What follows belongs to an exercise in optimizing a design on an open flow for small area; a production flow would make more cautious choices.
In this exercise RTL edits were held to simulation tests only and were not proved equivalent to the original.
Power figures rest on the tool's default switching activity, not on a simulated workload.

==> exp/cedar <==
## fp32_matmul_sequencer
module fp32_matmul_sequencer #(
  parameter int unsigned N       = 4,
  parameter int unsigned LATENCY = 5,
  parameter int unsigned IW      = $clog2(N)
) (
  input  logic                      clk,
  input  logic                      rst,
  input  logic                      a_wr_en,
  input  logic [IW-1:0]             a_wr_row,
  input  logic [3:0]                a_wr_col,
  input  logic [fp32_matmul_pkg::FP32_W-1:0]         a_wr_data,
  input  logic                      b_wr_en,
  input  logic [3:0]                b_wr_row,
  input  logic [IW-1:0]             b_wr_col,
  input  logic [fp32_matmul_pkg::FP32_W-1:0]         b_wr_data,
  input  logic                      start,
  output logic                      busy,
  output logic                      done,
  output logic [fp32_matmul_pkg::VEC_LEN*fp32_matmul_pkg::FP32_W-1:0] vec_a,
  output logic [fp32_matmul_pkg::VEC_LEN*fp32_matmul_pkg::FP32_W-1:0] vec_b,
  input  logic [fp32_matmul_pkg::FP32_W-1:0]         mul_result,
  output logic                      c_valid,
  output logic [IW-1:0]             c_row,
  output logic [IW-1:0]             c_col,
  output logic [fp32_matmul_pkg::FP32_W-1:0]         c_data
);
==> module fp32_matmul_sequencer, before the edit <==
module fp32_matmul_sequencer #(
  parameter int unsigned N       = 4,
  parameter int unsigned LATENCY = 5,
  parameter int unsigned IW      = $clog2(N)
) (
  input  logic                      clk,
  input  logic                      rst,
  input  logic                      a_wr_en,
  input  logic [IW-1:0]             a_wr_row,
  input  logic [3:0]                a_wr_col,
  input  logic [fp32_matmul_pkg::FP32_W-1:0]         a_wr_data,
  input  logic                      b_wr_en,
  input  logic [3:0]                b_wr_row,
  input  logic [IW-1:0]             b_wr_col,
  input  logic [fp32_matmul_pkg::FP32_W-1:0]         b_wr_data,
  input  logic                      start,
  output logic                      busy,
  output logic                      done,
  output logic [fp32_matmul_pkg::VEC_LEN*fp32_matmul_pkg::FP32_W-1:0] vec_a,
  output logic [fp32_matmul_pkg::VEC_LEN*fp32_matmul_pkg::FP32_W-1:0] vec_b,
  input  logic [fp32_matmul_pkg::FP32_W-1:0]         mul_result,
  output logic                      c_valid,
  output logic [IW-1:0]             c_row,
  output logic [IW-1:0]             c_col,
  output logic [fp32_matmul_pkg::FP32_W-1:0]         c_data
);
  localparam int unsigned W  = fp32_matmul_pkg::FP32_W;
  localparam int unsigned K  = fp32_matmul_pkg::VEC_LEN;
  localparam int unsigned PW = 2 * IW;
  localparam int unsigned LAST = N * N + LATENCY;
  localparam int unsigned IDLE_CNT = LAST + 1;
  localparam int unsigned CW = $clog2(IDLE_CNT + 1);
  logic [CW-1:0] cnt_q;
  logic          idle, last, accept, wr_ok;
  assign idle   = (cnt_q == CW'(IDLE_CNT));
  assign last   = (cnt_q == CW'(LAST));
  assign wr_ok  = idle || last;
  assign accept = wr_ok && start;
  always_ff @(posedge clk or posedge rst) begin
    if (rst) cnt_q <= CW'(IDLE_CNT);
    else     cnt_q <= cnt_d;
  end
  assign busy    = !idle;
  assign done    = last;
  assign c_valid = !idle && (cnt_q >= CW'(LATENCY + 1));
  logic [CW-1:0] tag;
  assign tag   = cnt_q - CW'(LATENCY + 1);
  assign c_row = tag[PW-1:IW];
  assign c_col = tag[IW-1:0];
  always_ff @(posedge clk) c_data <= mul_result;
  logic [W-1:0] a_buf_q [N][K];
  logic [W-1:0] b_buf_q [K][N];
  logic [K-1:0] a_vld_q [N];
  logic [K-1:0] b_vld_q [N];    
  logic a_we [N][K];
  logic b_we [N][K];            
  always_comb begin
    for (int r = 0; r < N; r++)
      for (int k = 0; k < K; k++) begin
        a_we[r][k] = a_wr_en && wr_ok && (a_wr_row == IW'(r)) && (a_wr_col == 4'(k));
        b_we[r][k] = b_wr_en && wr_ok && (b_wr_col == IW'(r)) && (b_wr_row == 4'(k));
      end
  end
  always_ff @(posedge clk) begin
    for (int r = 0; r < N; r++)
      for (int k = 0; k < K; k++) begin
        if (a_we[r][k]) a_buf_q[r][k] <= a_wr_data;
        if (b_we[r][k]) b_buf_q[k][r] <= b_wr_data;
      end
  end
  always_ff @(posedge clk or posedge rst) begin
    if (rst) begin
      for (int r = 0; r < N; r++) begin
        a_vld_q[r] <= '0;
        b_vld_q[r] <= '0;
      end
    end else begin
      for (int r = 0; r < N; r++)
        for (int k = 0; k < K; k++) begin
          if (a_we[r][k]) a_vld_q[r][k] <= 1'b1;
          if (b_we[r][k]) b_vld_q[r][k] <= 1'b1;
        end
    end
  end
  logic [CW-1:0] cnt_d;
  logic [N-1:0]  i_hot_q, j_hot_q;
  assign cnt_d = accept ? '0 : (idle ? cnt_q : cnt_q + 1'b1);
  always_ff @(posedge clk) begin
    for (int r = 0; r < N; r++) begin
      i_hot_q[r] <= (cnt_d[PW-1:IW] == IW'(r));
      j_hot_q[r] <= (cnt_d[IW-1:0] == IW'(r));
    end
  end
  always_comb begin
    for (int k = 0; k < K; k++) begin
      logic [W-1:0] acc_a, acc_b;
      acc_a = '0;
      acc_b = '0;
      for (int r = 0; r < N; r++) begin
        acc_a = acc_a | (a_buf_q[r][k] & {W{i_hot_q[r] && a_vld_q[r][k]}});
        acc_b = acc_b | (b_buf_q[k][r] & {W{j_hot_q[r] && b_vld_q[r][k]}});
      end
      vec_a[k*W +: W] = acc_a;
      vec_b[k*W +: W] = acc_b;
    end
  end
endmodule
export LEC_CHECK = 0
export CAP_MARGIN = 0
export CORE_MARGIN = 2
export CORE_UTILIZATION = 60
export PLACE_DENSITY = 0.7
export SLEW_MARGIN = 0
create_clock -name core_clock -period 5.0 [get_ports {clk}]
standard.sh (not shown) runs the stock make flow with config.mk's settings and CLKGATE_MAP_FILE= SYNTH_SCRIPT=/design/flow/synth_recipe.tcl, a recipe that flattens the netlist after the stock synthesis.
==> flow/flow/run.sh <==
#!/bin/bash
# The standard layout (standard.sh) with three changes:
# - after the standard synthesis, remap.py rewrites each 4-input AND-OR read tree of the
#   netlist into smaller cells (same function, same registers and names);
# - port buffers use the smallest buffer cell;
# - CTS builds its tree from clkbuf_16 without dummy loads.
# Each tool's output goes to a log of its own in this folder (and ORFS's logs under orfs/).
set -e
export BUFFER_PORTS_ARGS="-buffer_cell sky130_fd_sc_hd__buf_1"
export CTS_ARGS="-sink_clustering_enable -repair_clock_nets -dont_use_dummy_load -buf_list sky130_fd_sc_hd__clkbuf_16 -sink_clustering_size 30 -sink_clustering_max_diameter 70"
bash standard.sh synth > standard_synth.log 2>&1
NET=orfs/results/$FLOW_PLATFORM/fp32_matmul_sequencer/base/1_2_yosys.v
cp $NET orfs/1_2_yosys.standard.v
python3 flow/remap.py $NET > remap.log 2>&1
bash standard.sh > standard.log 2>&1
==> flow/flow/remap.py <==
#!/usr/bin/env python3
"""Re-map 4-input AND-OR read trees in the synthesized netlist to smaller cells.

Yosys/ABC maps each vec bit, (s0&d0)|(s1&d1)|(s2&d2)|(s3&d3), to
nand2(a22oi(p0,p1), a22oi(p2,p3)): 7.51+7.51+3.75 um2. The same function is
nand2(a222oi(p0,p1,p2), nand2(p3)): 10.01+3.75+3.75 um2. Only cells whose internal
nets have a single load are rewritten; instance and net names are kept, so register
names and everything else in the netlist stay as synthesis wrote them.

usage: remap.py NETLIST.v   (rewrites the file in place)
"""
import re
import sys
from collections import Counter

path = sys.argv[1]
src = open(path).read()

cell_re = re.compile(r'(\n  )(sky130_fd_sc_hd__\w+) (\S+) \((.*?)\n  \);', re.S)
pin_re = re.compile(r'\.(\w+)\((.*?)\)')

cells = []
for m in cell_re.finditer(src):
    pins = {p: n.strip() + (' ' if n.strip().startswith('\\') else '') for p, n in pin_re.findall(m.group(4))}
    cells.append(dict(start=m.start(), end=m.end(), type=m.group(2), name=m.group(3), pins=pins))

out_pins = {'X', 'Y', 'Q', 'Q_N', 'HI', 'LO', 'COUT', 'SUM'}
loads = Counter()
driver = {}
for c in cells:
    for p, n in c['pins'].items():
        n = n.strip()
        if p in out_pins:
            driver[n] = c
        else:
            loads[n] += 1
# Nets that also appear outside cell instances (assigns, ports) are left alone.
ports = set()
for line in cell_re.sub('', src).split(';'):
    line = line.strip()
    if line.startswith(('input', 'output', 'inout')):
        ports.update(t.strip() for t in re.findall(r'\\\S+ |[A-Za-z_][\w$]*', line.split(']')[-1]))
    elif line.startswith('assign'):
        for tok in re.findall(r'\\\S+ |[A-Za-z_][\w$]*(?:\[\d+\])?', line[len('assign'):]):
            loads[tok.strip()] += 1000
for n in list(driver):
    if n in ports or n.split('[')[0] in ports:
        loads[n] += 1000

edits = {}
count = 0
for c in cells:
    if c['type'] != 'sky130_fd_sc_hd__nand2_1':
        continue
    a, b = c['pins'].get('A', '').strip(), c['pins'].get('B', '').strip()
    da, db = driver.get(a), driver.get(b)
    if not da or not db or da is db:
        continue
    if da['type'] != 'sky130_fd_sc_hd__a22oi_1' or db['type'] != 'sky130_fd_sc_hd__a22oi_1':
        continue
    if loads[a] != 1 or loads[b] != 1 or id(da) in edits or id(db) in edits:
        continue
    pa, pb = da['pins'], db['pins']
    edits[id(da)] = (da, (
        f"\n  sky130_fd_sc_hd__a222oi_1 {da['name']} (\n"
        f"    .A1({pa['A1']}),\n    .A2({pa['A2']}),\n"
        f"    .B1({pa['B1']}),\n    .B2({pa['B2']}),\n"
        f"    .C1({pb['A1']}),\n    .C2({pb['A2']}),\n"
        f"    .Y({pa['Y']})\n  );"))
    edits[id(db)] = (db, (
        f"\n  sky130_fd_sc_hd__nand2_1 {db['name']} (\n"
        f"    .A({pb['B1']}),\n    .B({pb['B2']}),\n"
        f"    .Y({pb['Y']})\n  );"))
    count += 1

parts = []
pos = 0
for c, text in sorted(edits.values(), key=lambda e: e[0]['start']):
    parts.append(src[pos:c['start']])
    parts.append(text)
    pos = c['end']
parts.append(src[pos:])
open(path, 'w').write(''.join(parts))
print(f"remap.py: rewrote {count} read trees in {path}")
==> exp/nickel (differences from exp/cedar) <==
--- a/flow/design.v
+++ b/flow/design.v
@@ -45,6 +45,7 @@
   assign accept = wr_ok && start;
   always_ff @(posedge clk or posedge rst) begin
-    if (rst) cnt_q <= CW'(IDLE_CNT);
-    else     cnt_q <= cnt_d;
+    if (rst)         cnt_q <= CW'(IDLE_CNT);
+    else if (accept) cnt_q <= '0;
+    else if (!idle)  cnt_q <= cnt_q + 1'b1;
   end
   assign busy    = !idle;
@@ -90,13 +91,7 @@
     end
   end
-  logic [CW-1:0] cnt_d;
-  logic [N-1:0]  i_hot_q, j_hot_q;
-  assign cnt_d = accept ? '0 : (idle ? cnt_q : cnt_q + 1'b1);
-  always_ff @(posedge clk) begin
-    for (int r = 0; r < N; r++) begin
-      i_hot_q[r] <= (cnt_d[PW-1:IW] == IW'(r));
-      j_hot_q[r] <= (cnt_d[IW-1:0] == IW'(r));
-    end
-  end
+  logic [IW-1:0] issue_i, issue_j;
+  assign issue_i = cnt_q[PW-1:IW];
+  assign issue_j = cnt_q[IW-1:0];
   always_comb begin
     for (int k = 0; k < K; k++) begin
@@ -105,6 +100,6 @@
       acc_b = '0;
       for (int r = 0; r < N; r++) begin
-        acc_a = acc_a | (a_buf_q[r][k] & {W{i_hot_q[r] && a_vld_q[r][k]}});
-        acc_b = acc_b | (b_buf_q[k][r] & {W{j_hot_q[r] && b_vld_q[r][k]}});
+        acc_a = acc_a | (a_buf_q[r][k] & {W{(issue_i == IW'(r)) && a_vld_q[r][k]}});
+        acc_b = acc_b | (b_buf_q[k][r] & {W{(issue_j == IW'(r)) && b_vld_q[r][k]}});
       end
       vec_a[k*W +: W] = acc_a;
==> flow/flow/run.sh (replaced) <==
#!/bin/bash
# The standard layout (standard.sh) with two changes: port buffers use the smallest
# buffer cell, and CTS builds its tree from the given buffer without dummy loads.
export BUFFER_PORTS_ARGS="-buffer_cell sky130_fd_sc_hd__buf_1"
export CTS_ARGS="-sink_clustering_enable -repair_clock_nets -dont_use_dummy_load -buf_list sky130_fd_sc_hd__clkbuf_16 -sink_clustering_size 30 -sink_clustering_max_diameter 70"
bash standard.sh > standard.log 2>&1
removed: flow/flow/remap.py
==> run notes <==
Non-clock buffer count in the final layout: exp/nickel 1526; exp/cedar 1527
Number of sequential storage elements: exp/nickel 4261; exp/cedar 4269
Routability congestion estimate: exp/nickel 0.845; exp/cedar 0.824
Post-route core utilization: exp/nickel 0.659; exp/cedar 0.661
Routed wire length per instance: exp/nickel 33.3 um; exp/cedar 32.5 um
Fraction of area in multi-input gates: exp/nickel 0.144; exp/cedar 0.130
Count of cells along the worst register-to-register path: exp/nickel 7; exp/cedar 5
Total iterations of the first detailed-routing run: exp/nickel 6; exp/cedar 12
Number of global-route vias before repair: exp/nickel 82200; exp/cedar 80400
Measured slew at the worst slew-check pin: exp/nickel 1.38 ns; exp/cedar 1.35 ns
Invs w/o clock: exp/nickel 4; exp/cedar 3
Clock network fraction of design power: exp/nickel 0.268; exp/cedar 0.279
Status: exp/nickel complete, no violations; exp/cedar complete, no violations
Total power: exp/nickel 61.4 mW; exp/cedar 59.3 mW
Antenna diode count: exp/nickel 5; exp/cedar 15
Area fraction in compound gates after synthesis: exp/nickel 0.123; exp/cedar 0.108
Number of cells after detailed placement: exp/nickel 12700; exp/cedar 12700
Power per cell area: exp/nickel 367 nW/um2; exp/cedar 360 nW/um2
CP Buf/Inv Count: exp/nickel 3; exp/cedar 1

re-timing with driven ports:
In the flow no input, the clock included, has a driving cell. The finished layouts below were timed again as built, in two steps. Step 1, drivers: a clkbuf_16 drives clk and a buf_2 each remaining input, both assumed. Step 2 times the ports against the registers' clock, not the clock port: input delays grow and output delays shrink by t, the midpoint of the rising clock arrivals with the driver on. Three values: no drivers, after step 1, after step 2; two values: the first two.
run | t, ns | slack for setup (ns) | worst slew at a driven data input, ns
exp/cedar | 0.935 | 0.275 / 0.167 / 1.103 | 0.19
exp/nickel | 0.930 | 0.206 / 0.103 / 0.977 | 0.16
After both steps every run listed still meets setup and hold.
